Source: an optimization exercise on an open RTL-to-GDS flow (aim: small area). Production flows keep margins and buffers that such runs may drop. Where RTL was checked, it was by simulation tests only, not by an equivalence proof against the original. Power figures rest on the tool's default switching activity, not on a simulated workload.

==> flow/design.v <==
package calc_pkg;
	typedef enum logic [2:0] {
		OP_WRITE       = 3'd0,
		OP_READ        = 3'd1,
		OP_READ2       = 3'd2,
		OP_WRITE_READ  = 3'd3,
		OP_WRITE_READ2 = 3'd4,
		OP_LESS        = 3'd5,
		OP_XOR         = 3'd6,
		OP_SHIFT       = 3'd7
	} calc_op_e;
	typedef logic [16-1:0] calc_word_t;
	typedef logic [5-1:0] calc_addr_t;
	typedef union packed {
		logic [16*8-1:0]     flat;
		logic [0:16-1][7:0] chars;
	} lcd_line_u;
endpackage
`timescale 1ns/1ns
module calc_top (
	input  logic                        PB1,
	input  logic                        reset,
	input  logic                        cmd_load,
	input  logic                        step,
	input  logic                        hold,
	input  logic [4-1:0]    nibble,
	output logic [16*8-1:0] line_top,
	output logic [16*8-1:0] line_bottom,
	output logic                        line_valid
);
	logic [2:0]  op;
	logic [3:0]  count;
	logic        step_q;
	logic        step_evt;
	logic        wr_en;
	logic        show;
	logic [4:0]  rd_addr_a;
	logic [4:0]  rd_addr_b;
	logic [4:0]  wr_addr;
	logic [15:0] entry_data;
	logic [3:0]  shift_amt;
	logic [4:0]  port_addr;
	logic [15:0] port;
	logic [15:0] wr_word;
	logic [15:0] top_bits;
	logic [15:0] bot_bits;
	logic        shown;
	logic        top_word;
	wire op_two  = (op == calc_pkg::OP_READ2) || (op == calc_pkg::OP_WRITE_READ2);
	wire op_one  = (op == calc_pkg::OP_READ) || (op == calc_pkg::OP_WRITE_READ);
	wire need_b  = op_two || (op == calc_pkg::OP_LESS) || (op == calc_pkg::OP_XOR);
	assign step_evt = step & ~step_q & ~hold & ~cmd_load;
	wire op_w   = (op == calc_pkg::OP_WRITE);
	wire op_r   = (op == calc_pkg::OP_READ);
	wire op_r2  = (op == calc_pkg::OP_READ2);
	wire op_wr  = (op == calc_pkg::OP_WRITE_READ);
	wire op_wr2 = (op == calc_pkg::OP_WRITE_READ2);
	wire op_lx  = (op == calc_pkg::OP_LESS) || (op == calc_pkg::OP_XOR);
	wire op_sh  = (op == calc_pkg::OP_SHIFT);
	wire has_b  = op_r2 || op_wr2 || op_lx;
	wire do_a_hi  = !op_w && count == 4'd1;
	wire do_a_lo  = !op_w && count == 4'd2;
	wire do_b_hi  = has_b && count == 4'd3;
	wire do_b_lo  = has_b && count == 4'd4;
	wire do_w_hi  = (op_w && count == 4'd1) || ((op_wr || op_sh) && count == 4'd3) ||
	                ((op_wr2 || op_lx) && count == 4'd5);
	wire do_w_lo  = (op_w && count == 4'd2) || ((op_wr || op_sh) && count == 4'd4) ||
	                ((op_wr2 || op_lx) && count == 4'd6);
	wire do_data  = (op_w && count >= 4'd3 && count <= 4'd6) ||
	                (op_wr && count >= 4'd5 && count <= 4'd8) ||
	                (op_wr2 && count >= 4'd7 && count <= 4'd10);
	wire do_shamt = op_sh && count == 4'd5;
	wire do_write = ((op_w || op_lx) && count == 4'd7) || (op_wr && count == 4'd9) ||
	                (op_wr2 && count == 4'd11) || (op_sh && count == 4'd6);
	wire do_show  = ((op_w || op_lx) && count == 4'd8) || (op_r && count == 4'd3) ||
	                (op_r2 && count == 4'd5) || (op_wr && count == 4'd10) ||
	                (op_wr2 && count == 4'd12) || (op_sh && count == 4'd7);
	always_ff @(posedge PB1) begin
		if (reset) begin
			op     <= calc_pkg::OP_WRITE;
			count  <= '0;
			step_q <= 1'b0;
			wr_en  <= 1'b0;
			show   <= 1'b0;
		end else begin
			step_q <= step;
			wr_en  <= step_evt && (do_write);
			show   <= step_evt && (do_show);
			if (cmd_load) begin
				op    <= nibble[2:0];
				count <= '0;
			end else if (hold) begin
				count <= '0;
			end else if (step_evt) begin
				count <= (do_show) ? 4'd0 : count + 4'd1;
			end
		end
	end
	logic [16*32-1:0] ring;
	logic [4:0]  rot;
	logic        clr;
	logic        pend;
	logic [4:0]  pend_addr;
	logic [4:0]  pend_slot;
	logic        pend_on;
	logic        zero_fill;
	logic [15:0] ins_data;
	logic [3:0]  ins_sel;
	assign zero_fill = reset || clr;
	assign pend_on   = pend || wr_en;
	assign pend_slot = pend_addr - rot;
	assign ins_data  = zero_fill ? 16'd0 : entry_data;
	always_comb begin
		for (int k = 0; k < 4; k++)
			ins_sel[k] = zero_fill || (pend_on && pend_slot == 5'(8*k + 1));
	end
	always_ff @(posedge PB1) begin
		for (int s = 0; s < 32; s++) begin
			if (s % 8 == 0)
				ring[16*s +: 16] <= (ring[16*(s+1) +: 16] & {16{!ins_sel[s/8]}}) |
				                    (entry_data & {16{ins_sel[s/8] && !zero_fill}});
			else
				ring[16*s +: 16] <= ring[16*((s+1) % 32) +: 16];
		end
	end
	always_ff @(posedge PB1) begin
		if (reset) begin
			rot   <= '0;
			clr   <= 1'b1;
			pend  <= 1'b0;
		end else begin
			rot <= rot + 5'd1;
			if (rot == 5'd6) clr <= 1'b0;
			pend <= pend_on && (ins_sel == 4'd0);
		end
	end
	logic        a_ok, b_ok;
	logic [15:0] a_word, b_word;
	logic        tap_hit;
	logic [15:0] tap_word;
	logic        got;
	logic [15:0] got_word;
	wire         look_b = a_ok && need_b;
	logic [10:0] tap_sel;
	logic [2:0]  op_nx;
	logic [4:0]  a_nx, b_nx, look_nx, slot_nx;
	logic        a_ok_nx;
	always_comb begin
		op_nx = reset ? calc_pkg::OP_WRITE : (cmd_load ? nibble[2:0] : op);
		a_nx  = rd_addr_a;
		b_nx  = rd_addr_b;
		if (step_evt && do_a_hi) a_nx[4:1] = nibble;
		if (step_evt && do_a_lo) a_nx[0]   = nibble[0];
		if (step_evt && do_b_hi) b_nx[4:1] = nibble;
		if (step_evt && do_b_lo) b_nx[0]   = nibble[0];
		a_ok_nx = !(reset || a_step) && (a_ok || got);
		look_nx = (a_ok_nx && (op_nx == calc_pkg::OP_READ2 || op_nx == calc_pkg::OP_WRITE_READ2 ||
		           op_nx == calc_pkg::OP_LESS || op_nx == calc_pkg::OP_XOR)) ? b_nx : a_nx;
		slot_nx = look_nx - (reset ? 5'd0 : rot + 5'd1);
	end
	always_ff @(posedge PB1) begin
		for (int t = 0; t < 11; t++)
			tap_sel[t] <= (slot_nx == 5'(3*t));
	end
	always_comb begin
		tap_word = '0;
		for (int t = 0; t < 11; t++)
			tap_word = tap_word | ({16{tap_sel[t]}} & ring[16*3*t +: 16]);
	end
	assign tap_hit = |tap_sel;
	assign got      = clr || tap_hit;
	assign got_word = clr ? 16'd0 : tap_word;
	wire a_step = step_evt && (do_a_hi || do_a_lo);
	wire b_step = step_evt && (do_b_hi || do_b_lo);
	wire         b_hold = b_ok || !look_b;
	wire [15:0]  a_next = a_ok ? a_word : got_word;
	wire [15:0]  b_next = b_hold ? b_word : got_word;
	wire upd   = wr_en || (pend && ins_sel != 4'd0);
	wire a_upd = upd && (rd_addr_a == pend_addr);
	wire b_upd = upd && (rd_addr_b == pend_addr);
	always_ff @(posedge PB1) begin
		a_word <= a_upd ? entry_data : a_next;
		b_word <= b_upd ? entry_data : b_next;
		a_ok   <= a_ok_nx;
		b_ok   <= !(reset || b_step) && (b_ok || (look_b && got));
	end
	logic a_lt_b;
	always_comb begin
		a_lt_b = 1'b0;
		for (int i = 0; i < 15; i++)
			a_lt_b = (a_word[i] == b_word[i]) ? a_lt_b : b_word[i];
		a_lt_b = (a_word[15] == b_word[15]) ? a_lt_b : a_word[15];
	end
	always_comb begin
		case (op)
			calc_pkg::OP_LESS:  wr_word = {15'd0, a_lt_b};
			calc_pkg::OP_XOR:   wr_word = a_word ^ b_word;
			default:            wr_word = a_word >> shift_amt;
		endcase
	end
	always_ff @(posedge PB1) begin
		if (step_evt) begin
			if (do_a_hi)  rd_addr_a[4:1] <= nibble;
			if (do_a_lo)  rd_addr_a[0] <= nibble[0];
			if (do_b_hi)  rd_addr_b[4:1] <= nibble;
			if (do_b_lo)  rd_addr_b[0] <= nibble[0];
			if (do_w_hi)  wr_addr[4:1] <= nibble;
			if (do_w_lo)  wr_addr[0] <= nibble[0];
			if (do_shamt) shift_amt <= nibble;
		end
		if (step_evt && do_data)
			entry_data <= {entry_data[11:0], nibble};
		else if (step_evt && do_write && (op == calc_pkg::OP_LESS || op == calc_pkg::OP_XOR || op == calc_pkg::OP_SHIFT))
			entry_data <= wr_word;
		if (step_evt && do_write)
			pend_addr <= wr_addr;
	end
	always_ff @(posedge PB1) begin
		if (reset) begin
			top_bits   <= '0;
			bot_bits   <= '0;
			shown      <= 1'b0;
			top_word   <= 1'b0;
			line_valid <= 1'b0;
		end else begin
			line_valid <= show;
			if (show) begin
				shown    <= 1'b1;
				top_word <= op_two;
				if (op_two)      top_bits <= a_word;
				else if (op_one) top_bits <= {rd_addr_a, 11'd0};
				else             top_bits <= {wr_addr, 11'd0};
				if (op_two)      bot_bits <= b_next;
				else if (op_one) bot_bits <= a_next;
				else             bot_bits <= entry_data;
			end
		end
	end
	always_comb begin
		for (int i = 0; i < 16; i++) begin
			line_top[127-8*i -: 8]    = {3'b001, (i < 5) ? shown : top_word, 3'b000, top_bits[15-i]};
			line_bottom[127-8*i -: 8] = {3'b001, shown, 3'b000, bot_bits[15-i]};
		end
	end
endmodule
clock: 10.0 ns
lec_check: 0
abc_area: 1
cap_margin: 20
core_margin: 2
core_utilization: 40
slew_margin: 20
standard.sh (not shown) runs the stock make flow with config.mk's settings and CLKGATE_MAP_FILE= SYNTH_SCRIPT=/design/flow/synth_recipe.tcl, a recipe that flattens the netlist after the stock synthesis.
==> flow/flow/run.sh <==
#!/bin/bash
# Standard layout (the standard.sh: standard synthesis and ORFS steps) with these changes:
#  - constant output ports share tie cells in groups of up to 8 (flow/split_ties.tcl)
#    instead of one tie cell per port
#  - CTS inserts no dummy loads, and uses smaller clock buffers in larger sink clusters
#  - port buffers are the smallest buffer
set -euo pipefail
export SKIP_REPAIR_TIE_FANOUT=1
export POST_FLOORPLAN_TCL="$PWD/flow/split_ties.tcl"
export CTS_ARGS="-sink_clustering_enable -repair_clock_nets -dont_use_dummy_load -buf_list {sky130_fd_sc_hd__clkbuf_4 sky130_fd_sc_hd__clkbuf_8} -sink_clustering_size 16 -sink_clustering_max_diameter 80"
export BUFFER_PORTS_ARGS="-buffer_cell sky130_fd_sc_hd__buf_1"
bash standard.sh > flow_make.log 2>&1
==> flow/flow/split_ties.tcl <==
# Run after floorplan (POST_FLOORPLAN_TCL). Synthesis leaves one tie cell per constant value;
# give every group of up to 8 loads of a tie net its own tie cell, so that no tie net is long,
# while not spending a tie cell on every constant output port.
set group_size 8
set block [ord::get_db_block]
set made 0
set ties {}
foreach inst [$block getInsts] {
  if {[[$inst getMaster] getName] eq "sky130_fd_sc_hd__conb_1"} { lappend ties $inst }
}
foreach inst $ties {
  set master [$inst getMaster]
  foreach iterm [$inst getITerms] {
    set pin [[$iterm getMTerm] getName]
    if {$pin ne "HI" && $pin ne "LO"} { continue }
    set net [$iterm getNet]
    if {$net eq "NULL"} { continue }
    set loads {}
    foreach it [$net getITerms] {
      if {[$it getInst] eq $inst} { continue }
      lappend loads [list "[[$it getInst] getName]/[[$it getMTerm] getName]" i $it]
    }
    foreach bt [$net getBTerms] { lappend loads [list [$bt getName] b $bt] }
    set loads [lsort -dictionary -index 0 $loads]
    set n [llength $loads]
    # the first group stays on the existing tie
    for {set i $group_size} {$i < $n} {incr i $group_size} {
      set name "tie_split_${made}"
      set tie [odb::dbInst_create $block $master $name]
      set tnet [odb::dbNet_create $block "${name}_net"]
      [$tie findITerm $pin] connect $tnet
      foreach l [lrange $loads $i [expr {$i + $group_size - 1}]] {
        set obj [lindex $l 2]
        $obj disconnect
        $obj connect $tnet
      }
      incr made
    }
  }
}
puts "split_ties: added $made tie cells"
The starting point produced a clean layout.
Then changed:
--- a/flow/design.v
+++ b/flow/design.v
@@ -116,9 +116,8 @@
 	end
 	always_ff @(posedge PB1) begin
 		for (int s = 0; s < 32; s++) begin
-			if (s % 8 == 0)
-				ring[16*s +: 16] <= (ring[16*(s+1) +: 16] & {16{!ins_sel[s/8]}}) |
-				                    (entry_data & {16{ins_sel[s/8] && !zero_fill}});
+			if (s % 8 == 0 && ins_sel[s/8])
+				ring[16*s +: 16] <= ins_data;
 			else
 				ring[16*s +: 16] <= ring[16*((s+1) % 32) +: 16];
 		end
@@ -136,38 +135,25 @@
 	end
 	logic        a_ok, b_ok;
 	logic [15:0] a_word, b_word;
+	logic [4:0]  look_addr;
+	logic [4:0]  look_slot;
 	logic        tap_hit;
 	logic [15:0] tap_word;
 	logic        got;
 	logic [15:0] got_word;
 	wire         look_b = a_ok && need_b;
-	logic [10:0] tap_sel;
-	logic [2:0]  op_nx;
-	logic [4:0]  a_nx, b_nx, look_nx, slot_nx;
-	logic        a_ok_nx;
-	always_comb begin
-		op_nx = reset ? calc_pkg::OP_WRITE : (cmd_load ? nibble[2:0] : op);
-		a_nx  = rd_addr_a;
-		b_nx  = rd_addr_b;
-		if (step_evt && do_a_hi) a_nx[4:1] = nibble;
-		if (step_evt && do_a_lo) a_nx[0]   = nibble[0];
-		if (step_evt && do_b_hi) b_nx[4:1] = nibble;
-		if (step_evt && do_b_lo) b_nx[0]   = nibble[0];
-		a_ok_nx = !(reset || a_step) && (a_ok || got);
-		look_nx = (a_ok_nx && (op_nx == calc_pkg::OP_READ2 || op_nx == calc_pkg::OP_WRITE_READ2 ||
-		           op_nx == calc_pkg::OP_LESS || op_nx == calc_pkg::OP_XOR)) ? b_nx : a_nx;
-		slot_nx = look_nx - (reset ? 5'd0 : rot + 5'd1);
-	end
-	always_ff @(posedge PB1) begin
-		for (int t = 0; t < 11; t++)
-			tap_sel[t] <= (slot_nx == 5'(3*t));
-	end
-	always_comb begin
-		tap_word = '0;
-		for (int t = 0; t < 11; t++)
-			tap_word = tap_word | ({16{tap_sel[t]}} & ring[16*3*t +: 16]);
-	end
-	assign tap_hit = |tap_sel;
+	assign look_addr = look_b ? rd_addr_b : rd_addr_a;
+	assign look_slot = look_addr - rot;
+	always_comb begin
+		tap_hit  = 1'b0;
+		tap_word = ring[15:0];
+		for (int t = 0; t < 11; t++) begin
+			if (look_slot == 5'(3*t)) begin
+				tap_hit  = 1'b1;
+				tap_word = ring[16*3*t +: 16];
+			end
+		end
+	end
 	assign got      = clr || tap_hit;
 	assign got_word = clr ? 16'd0 : tap_word;
 	wire a_step = step_evt && (do_a_hi || do_a_lo);
@@ -181,7 +167,7 @@
 	always_ff @(posedge PB1) begin
 		a_word <= a_upd ? entry_data : a_next;
 		b_word <= b_upd ? entry_data : b_next;
-		a_ok   <= a_ok_nx;
+		a_ok   <= !(reset || a_step) && (a_ok || got);
 		b_ok   <= !(reset || b_step) && (b_ok || (look_b && got));
 	end
 	logic a_lt_b;
Worst setup slack gets worse by 310 ps.
Die area increases by a few percent.
Utilization stays flat.
Cell area went up by a few percent.
Area after synthesis goes up by a few percent.
Register-to-register slack degrades by 1300 ps.
First-iteration DRC count went up by about a fifth.
Wire length grows by a few percent.
Total power climbs by a few percent.
Clock skew went up by 26 ps.
Clock power stays flat.
The RTL of the second run of this note was laid out without a check of its function.

-- separate check: timing with driven ports --
No port has a modelled driver above. Below, the same layouts with a new extraction and two added sets of constraints. Step 1 sets driving cells, clkbuf_16 on the clock port and buf_2 on the other inputs (assumed; they add their load-dependent delay and slew). Step 2 adds t to the input delays and takes it off the output delays; t is the mean of the earliest and latest rising clock arrival at the registers after step 1. Input paths then give back, and output paths get back, about the clock's delay inside the block. Three values: no drivers, after step 1, after step 2; two values: the first two.
| run | shift t [ns] | slack for setup (ns) | hold WS [ns] | cell pins on the clock port's net |
|---|---|---|---|---|
| the first run | 0.635 | 5.425 / 5.450 / 4.816 | 0.281 / 0.281 / 0.281 | 1 |
| the second run | 0.669 | 5.120 / 5.120 / 5.120 | 0.287 / 0.287 / 0.287 | 1 |
After both steps setup and hold are still met in every run listed. The setup slack of the first run, which loses most, moves by +0.025 ns with the drivers and by -0.609 ns with both steps.
